This design comes from an exercise in tuning for small area, a short achievable clock period and few clock cycles on the open sky130 flow, not from production work. The RTL of this run was laid out without a check of its function. Power figures rest on the tool's default switching activity, not on a simulated workload.

### design/flow/design.v
`timescale 1ns / 1ps
`default_nettype none
package bmff_pkg;
	localparam int unsigned FIELD_W = 13;
	localparam int unsigned FRAME_SH    = 4;
	localparam int unsigned FRAME_BYTES = 1 << FRAME_SH;
	typedef enum logic {
		OP_ALLOC = 1'b0,
		OP_FREE  = 1'b1
	} op_t;
	typedef enum logic {
		ST_DONE    = 1'b0,
		ST_NO_ROOM = 1'b1
	} status_t;
endpackage
`default_nettype wire
`timescale 1ns / 1ps
`default_nettype none
module bmff_div
(
	input  wire logic               clk,
	input  wire logic               arst_n,
	input  wire logic               start,
	input  wire logic [bmff_pkg::FIELD_W-1:0] dividend,
	output logic                    done,
	output logic      [bmff_pkg::FIELD_W-1:0] quotient
);
	logic               done_q;
	logic [bmff_pkg::FIELD_W-1:0] quo_q;
	always_ff @(posedge clk or negedge arst_n) begin
		if (!arst_n) begin
			done_q <= 1'b0;
		end else begin
			done_q <= start;
		end
	end
	always_ff @(posedge clk) begin
		if (start) begin
			quo_q <= dividend >> bmff_pkg::FRAME_SH;
		end
	end
	assign done     = done_q;
	assign quotient = quo_q;
endmodule
`default_nettype wire
`timescale 1ns / 1ps
`default_nettype none
module bmff_ram #(
	parameter int unsigned WIDTH = 8,
	parameter int unsigned DEPTH = 64,
	localparam int unsigned AW = (DEPTH > 1) ? $clog2(DEPTH) : 1
) (
	input  wire logic             clk,
	input  wire logic             we,
	input  wire logic [AW-1:0]    waddr,
	input  wire logic [WIDTH-1:0] wdata,
	input  wire logic [AW-1:0]    raddr,
	output logic      [WIDTH-1:0] rdata
);
	logic [WIDTH-1:0] mem_q [DEPTH];
	always_ff @(posedge clk) begin
		if (we) begin
			mem_q[waddr] <= wdata;
		end
		rdata <= mem_q[raddr];
	end
endmodule
`default_nettype wire
`timescale 1ns / 1ps
`default_nettype none
module bitmap_first_fit_frame_allocator
(
	input  wire logic        clk,
	input  wire logic        arst_n,
	input  wire logic        s_tvalid,
	output logic             s_tready,
	input  wire logic [31:0] s_tdata,    
	input  wire logic [0:0]  s_tuser,    
	output logic             m_tvalid,
	input  wire logic        m_tready,
	output logic      [15:0] m_tdata,    
	output logic      [0:0]  m_tuser     
);
	localparam int N  = 512;
	localparam int NB = 9;
	logic          r_valid;
	logic          r_int;       
	logic          r_op;
	logic [NB-1:0] r_q;         
	logic [NB-1:0] r_first;     
	logic          adv;
	logic          s_acc;
	logic          out_valid_q;
	logic          out_status_q;
	logic [NB-1:0] out_frame_q;
	assign adv      = !out_valid_q || m_tready;
	assign s_tready = !r_valid || adv;
	assign s_acc    = s_tvalid && s_tready;
	always_ff @(posedge clk or negedge arst_n) begin
		if (!arst_n) begin
			r_valid <= 1'b1;
			r_int   <= 1'b1;
			r_op    <= bmff_pkg::OP_FREE;
			r_q     <= '1;
			r_first <= '0;
		end else if (s_tready) begin
			r_valid <= s_tvalid;
			r_int   <= 1'b0;
			if (s_tvalid) begin
				r_op    <= s_tuser[0];
				r_q     <= s_tdata[12:4];
				r_first <= s_tdata[25:17];
			end
		end
	end
	logic [N-1:0] used_q;
	logic [N-1:0] free_w;
	assign free_w = ~used_q;
	logic [N-1:0] pw [NB];
	logic [N-1:0] acc [NB+1];
	always_comb begin
		pw[0]  = free_w;
		acc[0] = free_w;
		for (int k = 1; k < NB; k++) begin
			pw[k] = pw[k-1] & (pw[k-1] >> (1 << (k-1)));
		end
		for (int k = 0; k < NB; k++) begin
			acc[k+1] = r_q[k] ? (pw[k] & (acc[k] >> (1 << k))) : acc[k];
		end
	end
	logic          found;
	logic [NB-1:0] s_idx;
	logic [N-1:0]  tf [NB+1];
	logic [NB-1:0] ti [NB+1][N];
	always_comb begin
		tf[0] = acc[NB];
		for (int i = 0; i < N; i++) ti[0][i] = '0;
		for (int l = 1; l <= NB; l++) begin
			tf[l] = '0;
			for (int i = 0; i < N; i++) ti[l][i] = '0;
			for (int i = 0; i < (N >> l); i++) begin
				tf[l][i] = tf[l-1][2*i] | tf[l-1][2*i+1];
				ti[l][i] = tf[l-1][2*i] ? ti[l-1][2*i] : (ti[l-1][2*i+1] | NB'(1 << (l-1)));
			end
		end
		found = tf[NB][0];
		s_idx = ti[NB][0];
	end
	logic [NB-1:0] lo;
	logic [NB:0]   hi;
	logic [N-1:0]  ge_lo;
	logic [N-1:0]  le_hi;
	assign lo = r_op ? r_first : s_idx;
	assign hi = {1'b0, lo} + {1'b0, r_q};
	logic [N-1:0] gt [NB+1];
	logic [N-1:0] lt [NB+1];
	always_comb begin
		gt[0] = '0; gt[0][0] = 1'b1;
		lt[0] = '0; lt[0][0] = 1'b1;
		for (int l = 1; l <= NB; l++) begin
			gt[l] = '0;
			lt[l] = '0;
			for (int i = 0; i < (1 << (l-1)); i++) begin
				gt[l][i]                 = !lo[l-1] && gt[l-1][i];
				gt[l][i + (1 << (l-1))]  = !lo[l-1] || gt[l-1][i];
				lt[l][i]                 = hi[l-1] || lt[l-1][i];
				lt[l][i + (1 << (l-1))]  = hi[l-1] && lt[l-1][i];
			end
		end
		ge_lo = gt[NB];
		le_hi = lt[NB] | {N{hi[NB]}};
	end
	logic we;
	assign we = r_valid && (r_int || adv) && (r_op || found);
	always_ff @(posedge clk) begin
		for (int i = 0; i < N; i++) begin
			if (we && ge_lo[i] && le_hi[i]) used_q[i] <= !r_op;
		end
	end
	always_ff @(posedge clk or negedge arst_n) begin
		if (!arst_n) begin
			out_valid_q <= 1'b0;
		end else begin
			out_valid_q <= (r_valid && !r_int) || (out_valid_q && !m_tready);
		end
	end
	always_ff @(posedge clk) begin
		if (r_valid && !r_int && adv) begin
			out_status_q <= !r_op && !found;
			out_frame_q  <= (!r_op && found) ? s_idx : '0;
		end
	end
	assign m_tvalid   = out_valid_q;
	assign m_tuser[0] = out_status_q;
	assign m_tdata    = {3'b000, out_frame_q, 4'b0000};
endmodule
`default_nettype wire
### design/flow/run.sh
#!/bin/bash
# synth_recipe.tcl (not shown) runs the flow's synth.tcl, then flattens the netlist and writes it again
# the make line also repeats each setting of config.mk as NAME=value (left out here)
make -C /OpenROAD-flow-scripts/flow DESIGN_CONFIG=/design/flow/config.mk WORK_HOME=/design/flow/orfs CLKGATE_MAP_FILE= SYNTH_SCRIPT=/design/flow/synth_recipe.tcl finish
### design/flow/config.mk
export PLATFORM = sky130hd
export DESIGN_NAME = bitmap_first_fit_frame_allocator
export DESIGN_NICKNAME = bitmap_first_fit_frame_allocator
export VERILOG_FILES = /design/flow/design.v
export SDC_FILE = /design/flow/constraint.sdc
export NUM_CORES = 4
export LEC_CHECK = 0
export CAP_MARGIN = 20
export CORE_MARGIN = 2
export CORE_UTILIZATION = 40
export SLEW_MARGIN = 20
### design/flow/constraint.sdc
create_clock -name core_clock -period 15.0 [get_ports {clk}]
set_input_delay 3.0000 -clock core_clock [delete_from_list [all_inputs] [get_ports {clk}]]
set_output_delay 3.0000 -clock core_clock [all_outputs]
set_load 0.01 [all_outputs]
==> impl_metrics.toml <==
[outcome]
status = "stopped before the end"
stop_stage = "5_1_grt"
error_message = "[ERROR GRT-0116] Global routing finished with congestion. Check the congestion regions in the DRC Viewer."

[global_routing]
grt_pass1_wl_um = 2070000
grt_max_degree = 274
track_usage = 0.967
gr-total-overflow = 12396
grt_pass1_vias = 207937

[synthesis]
synth_cells = 17612
synth_seq_cells = 544
synthFlopType = "edfxtp_1"
synth_top_area_share = 0.132
yosysWarnings = 7
muxShareOfSynthArea = 0.00468
seq_area_frac_synth = 0.137
synthSimpleGateAreaFrac = 0.356
yosys.area.top_type = "edfxtp_1"
synth-xor-area-share = 0.00103
syn_area_mm2 = 0.119
synthArstFlopShare = 0.0404
synth.area.top_cells = "edfxtp_1 (13%), nor4_1 (6.2%), nand2_1 (4.8%)"
synth_compound_area_frac = 0.427
synthAdderAreaFrac = 0.00112
avgSynthCellArea_um2 = 6.75
ys_types = 114
synth-edff-count = 522
synth_top_family_by_area = "compound AO/OA/AOI/OAI gates"

[die]
initial_utilization = 0.401
io_pins = 56
die_h_um = 549
std_cell_rows = 200
die_w_um = 549

[clock_network]
cts_root_buffer = "clkbuf_16"
numCtsBuffers = 60
cts_max_path_buffers = 3
cts_setup_buffers = 0
ctsResizeCount = 0
ctsHtreeMaxLevel = 2
ctsHoldBuffers = 0
cts.sinks = 544

[placed_design]
dp_hpwl_um = 1090000
dp_slack_ns = 1.47
numPortBuffers = 34
place_congestion = 1.62
power by group through the flow:
stage / logic (mW) / clock network (mW) / registers, mW
2_1_floorplan: 5.22 / 0 / 2.31
3_3_place_gp: 10.3 / 0 / 3.37
3_5_place_dp: 10.3 / 0 / 3.40
4_1_cts: 10.4 / 1.58 / 3.37
logic make-up after synthesis:
| logic type | after synthesis |
|---|---|
| adder cells (fa/ha/maj) | 10 |
| flip-flops | 544 |
| AO/OA/AOI/OAI | 6782 |
| XOR/XNOR | 14 |
| AND/OR/NAND/NOR | 8099 |
| buffers and inverters | 2110 |
| other | 1 |
| multiplexers | 52 |
cell usage after synthesis (all sizes together), types with 214 or more instances:
cell type,number
a21oi,885
nand3,850
o21a,448
o21ai,625
nand2,1523
a21o,532
a32oi,642
nor2,1503
or4,598
o211ai,245
buf,520
a221oi,352
clkbuf,1469
a2111oi,214
a31oi,260
a211oi,755
nor4,1184
edfxtp,522
nand4,628
nor3,792
metal layers:
metal	overflow	track usage
met5	86	0.746
met3	860	0.880
met1	1081	0.945
met2	7803	1.09
met4	2566	0.953
per-stage QoR:
stage	std cells	utilization	area [um^2]	total power [mW]	hold slack, ns
4_1_cts	21374	0.449	133000	15.3	0.512
2_1_floorplan	17618	-	119000	7.53	0.471
3_5_place_dp	21262	0.442	131000	13.7	0.497
3_3_place_gp	21252	0.442	131000	13.7	0.485
how the worst min path moves through the flow:
stage | to | cells past startpoint
3_5_place_dp | r_first[5] | 1
4_1_cts | r_first[7] | 1
2_1_floorplan | r_first[5] | 1
3_3_place_gp | r_first[5] | 1
